Context: an optimization exercise on an open-source flow, tuned for small area, a short achievable clock period and few clock cycles per item. The choices shown serve that exercise and are no tape-out recipe.
At most, simulation tests tie the RTL to the original design; equivalence was not proved.
Power figures rest on the tool's default switching activity, not on a simulated workload.

Design sensor_reading_band_statistics, start of the top module:
module sensor_reading_band_statistics #(
    parameter int unsigned MAX_READINGS = 1024
) (
    input  wire logic               i_clk,
    input  wire logic               i_rst_n,
    input  wire logic               i_valid,
    output logic                    o_ready,
    input  wire logic signed [15:0] i_reading,
    input  wire logic               i_last,
    output logic                    o_valid,
    input  wire logic               i_ready,
    output logic [LIMIT_W-1:0]      o_min_reading,
    output logic [LIMIT_W-1:0]      o_max_reading,
    output logic [LIMIT_W-1:0]      o_avg_reading,
    output logic [CNT_W-1:0]        o_valid_count,
    output logic [CNT_W-1:0]        o_skipped_count,
    output logic [CNT_W-1:0]        o_normal_count,
    output logic [CNT_W-1:0]        o_warning_count,
    output logic [CNT_W-1:0]        o_critical_count,
    output logic [CNT_W-1:0]        o_shutdown_count,
    output logic [POS_W-1:0]        o_first_alarm_index,
    output logic                    o_alarm_seen,
    output logic                    o_batch_empty,
    input  wire logic               psel,
    input  wire logic               penable,
    input  wire logic               pwrite,
    input  wire logic [3:0]         paddr,
    input  wire logic [31:0]        pwdata,
    output logic      [31:0]        prdata,
    output logic                    pready
);
    localparam int unsigned CNT_CAP = (MAX_READINGS > 2047) ? 2047 : MAX_READINGS;
    localparam int unsigned POS_CAP = (MAX_READINGS - 1 > 1023) ? 1023 : MAX_READINGS - 1;
    srbs_pkg::t_cfg cfg;
    logic           copy, busy, busy_next, free, div_step;
    srbs_regs u_regs (
        .i_clk   (i_clk),
        .i_rst_n (i_rst_n),
        .psel    (psel),
        .penable (penable),
        .pwrite  (pwrite),
        .paddr   (paddr),
        .pwdata  (pwdata),
        .prdata  (prdata),
        .pready  (pready),
  ...
==> flow/config.mk <==
export PLATFORM = sky130hd
export DESIGN_NAME = sensor_reading_band_statistics
export DESIGN_NICKNAME = sensor_reading_band_statistics
export VERILOG_FILES = /design/flow/design.v
export SDC_FILE = /design/flow/constraint.sdc
export NUM_CORES = 4
export LEC_CHECK = 0
export CAP_MARGIN = 20
export CORE_MARGIN = 2
export CORE_UTILIZATION = 65
export CTS_CLUSTER_DIAMETER = 60
export CTS_CLUSTER_SIZE = 24
export SETUP_SLACK_MARGIN = 3.4
export SLEW_MARGIN = 20
==> flow/constraint.sdc <==
create_clock -name core_clock -period 6.0 [get_ports {i_clk}]
set_input_delay 1.2000 -clock core_clock [delete_from_list [all_inputs] [get_ports {i_clk}]]
set_output_delay 1.2000 -clock core_clock [all_outputs]
set_load 0.01 [all_outputs]
standard.sh (not shown) runs the stock make flow with config.mk's settings and CLKGATE_MAP_FILE= SYNTH_SCRIPT=/design/flow/synth_recipe.tcl, a recipe that flattens the netlist after the stock synthesis.
==> flow/flow/run.sh <==
#!/bin/bash
# The standard layout, with plain buffers (buf_2) on the ports instead of the
# delay cells that buffer_ports picks by default. Every port still gets its buffer.
set -euo pipefail
bash standard.sh BUFFER_PORTS_ARGS="-buffer_cell sky130_fd_sc_hd__buf_2" finish > standard_flow.log 2>&1
Testbench counts at the start, summed over its fixed seeds: cycles 13,449, batches 384.
Then changed:
--- a/flow/design.v
+++ b/flow/design.v
@@ -156,17 +156,17 @@
     localparam logic [CNT_W-1:0] CAP  = CNT_W'(CNT_CAP);
     localparam logic [POS_W-1:0] PCAP = POS_W'(POS_CAP);
     function automatic logic [CNT_W-1:0] sat_inc(input logic [CNT_W-1:0] v);
         sat_inc = v[CNT_W-1] ? v : v + 1'b1;
     endfunction
     logic               r_in_v, r_in_last, r_in_ok, r_in_alarm;
     logic [LIMIT_W-1:0] r_in_val;
     logic [2:0]         r_in_le;
-    logic               r_fresh, r_done, r_zero, r_first;
+    logic               r_fresh, r_done, r_zero;
     logic [LIMIT_W-1:0] r_min, r_max;
     logic [LIMIT_W-1:0]       r_sum_lo;
     logic                     r_sum_c;
     logic [SUM_W-LIMIT_W-1:0] r_sum_hi;
     logic [CNT_W-1:0]   r_valid_total, r_skipped_total;
     logic [CNT_W-1:0]   r_band [4];
     logic [POS_W-1:0]   r_pos, r_alarm_idx;
     logic               r_alarm_flag, r_any;
@@ -232,22 +232,20 @@
             n_done  = 1'b0;
         end
     end
     always_ff @(posedge i_clk) begin
         if (!i_rst_n) begin
             r_fresh <= 1'b1;
             r_done  <= 1'b0;
             r_zero  <= 1'b1;
-            r_first <= 1'b1;
         end else begin
             r_fresh <= n_fresh;
             r_done  <= n_done;
             r_zero  <= n_fresh || n_done;
-            r_first <= n_fresh || n_done || !(stall ? r_any : (ok_in || (!r_zero && r_any)));
         end
     end
     assign ok_in       = r_in_v && r_in_ok;
     assign skip_in     = r_in_v && !r_in_ok;
     assign alarm_in    = ok_in && r_in_alarm;
     assign band_in[0]  = ok_in && r_in_le[0];
     assign band_in[1]  = ok_in && !r_in_le[0] && r_in_le[1];
     assign band_in[2]  = ok_in && !r_in_le[0] && !r_in_le[1] && r_in_le[2];
@@ -255,18 +253,18 @@
     always_comb begin
         cnt_sel = {CNT_W{skip_in}} & r_skipped_total;
         for (int b = 0; b < 4; b++) begin
             cnt_sel = cnt_sel | ({CNT_W{band_in[b]}} & r_band[b]);
         end
     end
     assign cnt_inc = sat_inc(cnt_sel);
     assign first_alarm = alarm_in && (r_zero || !r_alarm_flag);
-    assign min_take    = ok_in && (r_first || r_in_val < r_min);
-    assign max_take    = ok_in && (r_first || r_in_val > r_max);
+    assign min_take    = ok_in && (r_zero || !r_any || r_in_val < r_min);
+    assign max_take    = ok_in && (r_zero || !r_any || r_in_val > r_max);
     always_ff @(posedge i_clk) begin
         if (!stall) begin
             if (min_take) begin
                 r_min <= r_in_val;
             end else if (r_zero) begin
                 r_min <= '0;
             end
             if (max_take) begin
What happened: Die area shrinks by 0.60%; first-iteration DRC count is lower by 7.3%; register-to-register slack hardly moves; sequential power barely changes; clock power hardly moves; sequential share of layout area increases by 1.2 points; setup slack is about the same; count of clock-buffer cells in the layout is unchanged; final area shrinks by 2.5%; via count came out lower by 1.1%.
Function not checked in the second run of this note: the RTL went through the layout flow alone.

========
Another version of the RTL of sensor_reading_band_statistics (not shown whole).
For scale: ~1600 cells after synthesis, ~220 I/O pins, about 18000 um2 of cells after synthesis.
// sensor_reading_band_statistics
module sensor_reading_band_statistics #(
    parameter int unsigned MAX_READINGS = 1024
) (
    input  wire logic               i_clk,
    input  wire logic               i_rst_n,
    input  wire logic               i_valid,
    output logic                    o_ready,
    input  wire logic signed [15:0] i_reading,
    input  wire logic               i_last,
    output logic                    o_valid,
    input  wire logic               i_ready,
    output logic [LIMIT_W-1:0]      o_min_reading,
    output logic [LIMIT_W-1:0]      o_max_reading,
    output logic [LIMIT_W-1:0]      o_avg_reading,
    output logic [CNT_W-1:0]        o_valid_count,
    output logic [CNT_W-1:0]        o_skipped_count,
    output logic [CNT_W-1:0]        o_normal_count,
    output logic [CNT_W-1:0]        o_warning_count,
    output logic [CNT_W-1:0]        o_critical_count,
    output logic [CNT_W-1:0]        o_shutdown_count,
    output logic [POS_W-1:0]        o_first_alarm_index,
    output logic                    o_alarm_seen,
    output logic                    o_batch_empty,
    input  wire logic               psel,
    input  wire logic               penable,
    input  wire logic               pwrite,
    input  wire logic [3:0]         paddr,
    input  wire logic [31:0]        pwdata,
    output logic      [31:0]        prdata,
    output logic                    pready
);
clock: 6.0 ns
lec_check: 0
cap_margin: 20
core_margin: 2
core_utilization: 65
setup_slack_margin: 3.4
slew_margin: 20
Scripts as last shown in full above: flow/flow/run.sh
The baseline completed with no timing, DRC or antenna violations.
Testbench counts at the start, summed over its fixed seeds: cycles 13,449, batches 384.
Then changed:
--- a/flow/design.v
+++ b/flow/design.v
@@ -178,14 +178,15 @@
     logic               r_o_alarm, r_o_empty;
     logic               stall, hold, fold, n_fresh, n_done, n_in_v, r_ready;
     logic               rd_ok;
     logic [LIMIT_W-1:0] rd_val;
     logic [2:0]         le_in;
     logic [3:0]         band_in;
     logic               ok_in, skip_in, alarm_in, first_alarm;
+    logic [CNT_W-1:0]   cnt_sel, cnt_inc;
     logic               min_take, max_take;
     logic [CNT_W-1:0]   rem_sh;
     logic [CNT_W:0]     rem_diff;
     logic               rem_ge;
     assign stall   = r_done && !i_free;
     assign hold    = r_in_v && stall;
     assign fold    = r_in_v && !stall;
@@ -245,14 +246,21 @@
     assign ok_in       = r_in_v && r_in_ok;
     assign skip_in     = r_in_v && !r_in_ok;
     assign alarm_in    = ok_in && r_in_alarm;
     assign band_in[0]  = ok_in && r_in_le[0];
     assign band_in[1]  = ok_in && !r_in_le[0] && r_in_le[1];
     assign band_in[2]  = ok_in && !r_in_le[0] && !r_in_le[1] && r_in_le[2];
     assign band_in[3]  = ok_in && !r_in_le[0] && !r_in_le[1] && !r_in_le[2];
+    always_comb begin
+        cnt_sel = {CNT_W{skip_in}} & r_skipped_total;
+        for (int b = 0; b < 4; b++) begin
+            cnt_sel = cnt_sel | ({CNT_W{band_in[b]}} & r_band[b]);
+        end
+    end
+    assign cnt_inc = sat_inc(cnt_sel);
     assign first_alarm = alarm_in && (r_zero || !r_alarm_flag);
     assign min_take    = ok_in && (r_zero || !r_any || r_in_val < r_min);
     assign max_take    = ok_in && (r_zero || !r_any || r_in_val > r_max);
     always_ff @(posedge i_clk) begin
         if (!stall) begin
             if (min_take) begin
                 r_min <= r_in_val;
@@ -280,21 +288,21 @@
                 r_valid_total <= CNT_W'(ok_in);
             end else if (ok_in) begin
                 r_valid_total <= sat_inc(r_valid_total);
             end
             if (r_zero) begin
                 r_skipped_total <= CNT_W'(skip_in);
             end else if (skip_in) begin
-                r_skipped_total <= sat_inc(r_skipped_total);
+                r_skipped_total <= cnt_inc;
             end
             for (int b = 0; b < 4; b++) begin
                 if (r_zero) begin
                     r_band[b] <= CNT_W'(band_in[b]);
                 end else if (band_in[b]) begin
-                    r_band[b] <= sat_inc(r_band[b]);
+                    r_band[b] <= cnt_inc;
                 end
             end
             if (r_zero) begin
                 r_pos <= POS_W'(r_in_v);
             end else if (r_in_v && r_pos != PCAP) begin
                 r_pos <= r_pos + 1'b1;
             end
Outcome:
- The new run finished clean
- worst hold slack hardly moves
- critical path depth is lower by 2
- synthesized cell count is lower by 6.5%
- via count is lower by 3.1%
- routed wire length is higher by 4.2%
- worst setup slack is worse by 0.14 ns
- clock power is lower by about 2%
- utilization is higher by 1.7 points
- flip-flop and latch count stays the same
- design area is lower by 0.77%
- count of clock-buffer cells in the layout is lower by 5
- clock skew stays flat
- sequential power is lower by about 2%
- total power is lower by 2.0%
Function not checked in the second run of this note: the RTL went through the layout flow alone.

-- static timing again, ports no longer ideal --
The flow's constraints put no driver on any port. The routed layouts listed below were extracted and timed again, unchanged, in two steps.
Step 1 (the two cells are an assumption about what drives the block):
set clk [get_ports {i_clk}]
set_driving_cell -lib_cell sky130_fd_sc_hd__clkbuf_16 $clk
set_driving_cell -lib_cell sky130_fd_sc_hd__buf_2 [delete_from_list [all_inputs] $clk]
Step 2 also shifts input and output timing later by t, the mid clock arrival at the registers, as if the neighbouring blocks saw the same clock.
Slacks: no drivers / after step 1 / after step 2; pairs: no drivers / after step 1.
run	shift t [ns]	slack for setup (ns)	worst hold slack (ns)	worst setup path after step 2	latest minus earliest clock arrival (ns)
the first run of note 1	0.598	3.380 / 3.380 / 2.903	0.429 / 0.429 / 0.429	input to register	0.019 / 0.018
the second run of note 1	0.601	3.381 / 3.381 / 2.957	0.425 / 0.425 / 0.425	input to register	0.027 / 0.026
the first run of note 2	0.564	3.504 / 3.504 / 3.003	0.417 / 0.417 / 0.417	input to register	0.023 / 0.023
the second run of note 2	0.581	3.362 / 3.362 / 2.958	0.416 / 0.416 / 0.416	input to register	0.023 / 0.023
After both steps every run listed still meets setup and hold. The setup slack of the first run of note 2, which loses most, moves by 0.000 ns with the drivers and by -0.501 ns with both steps.
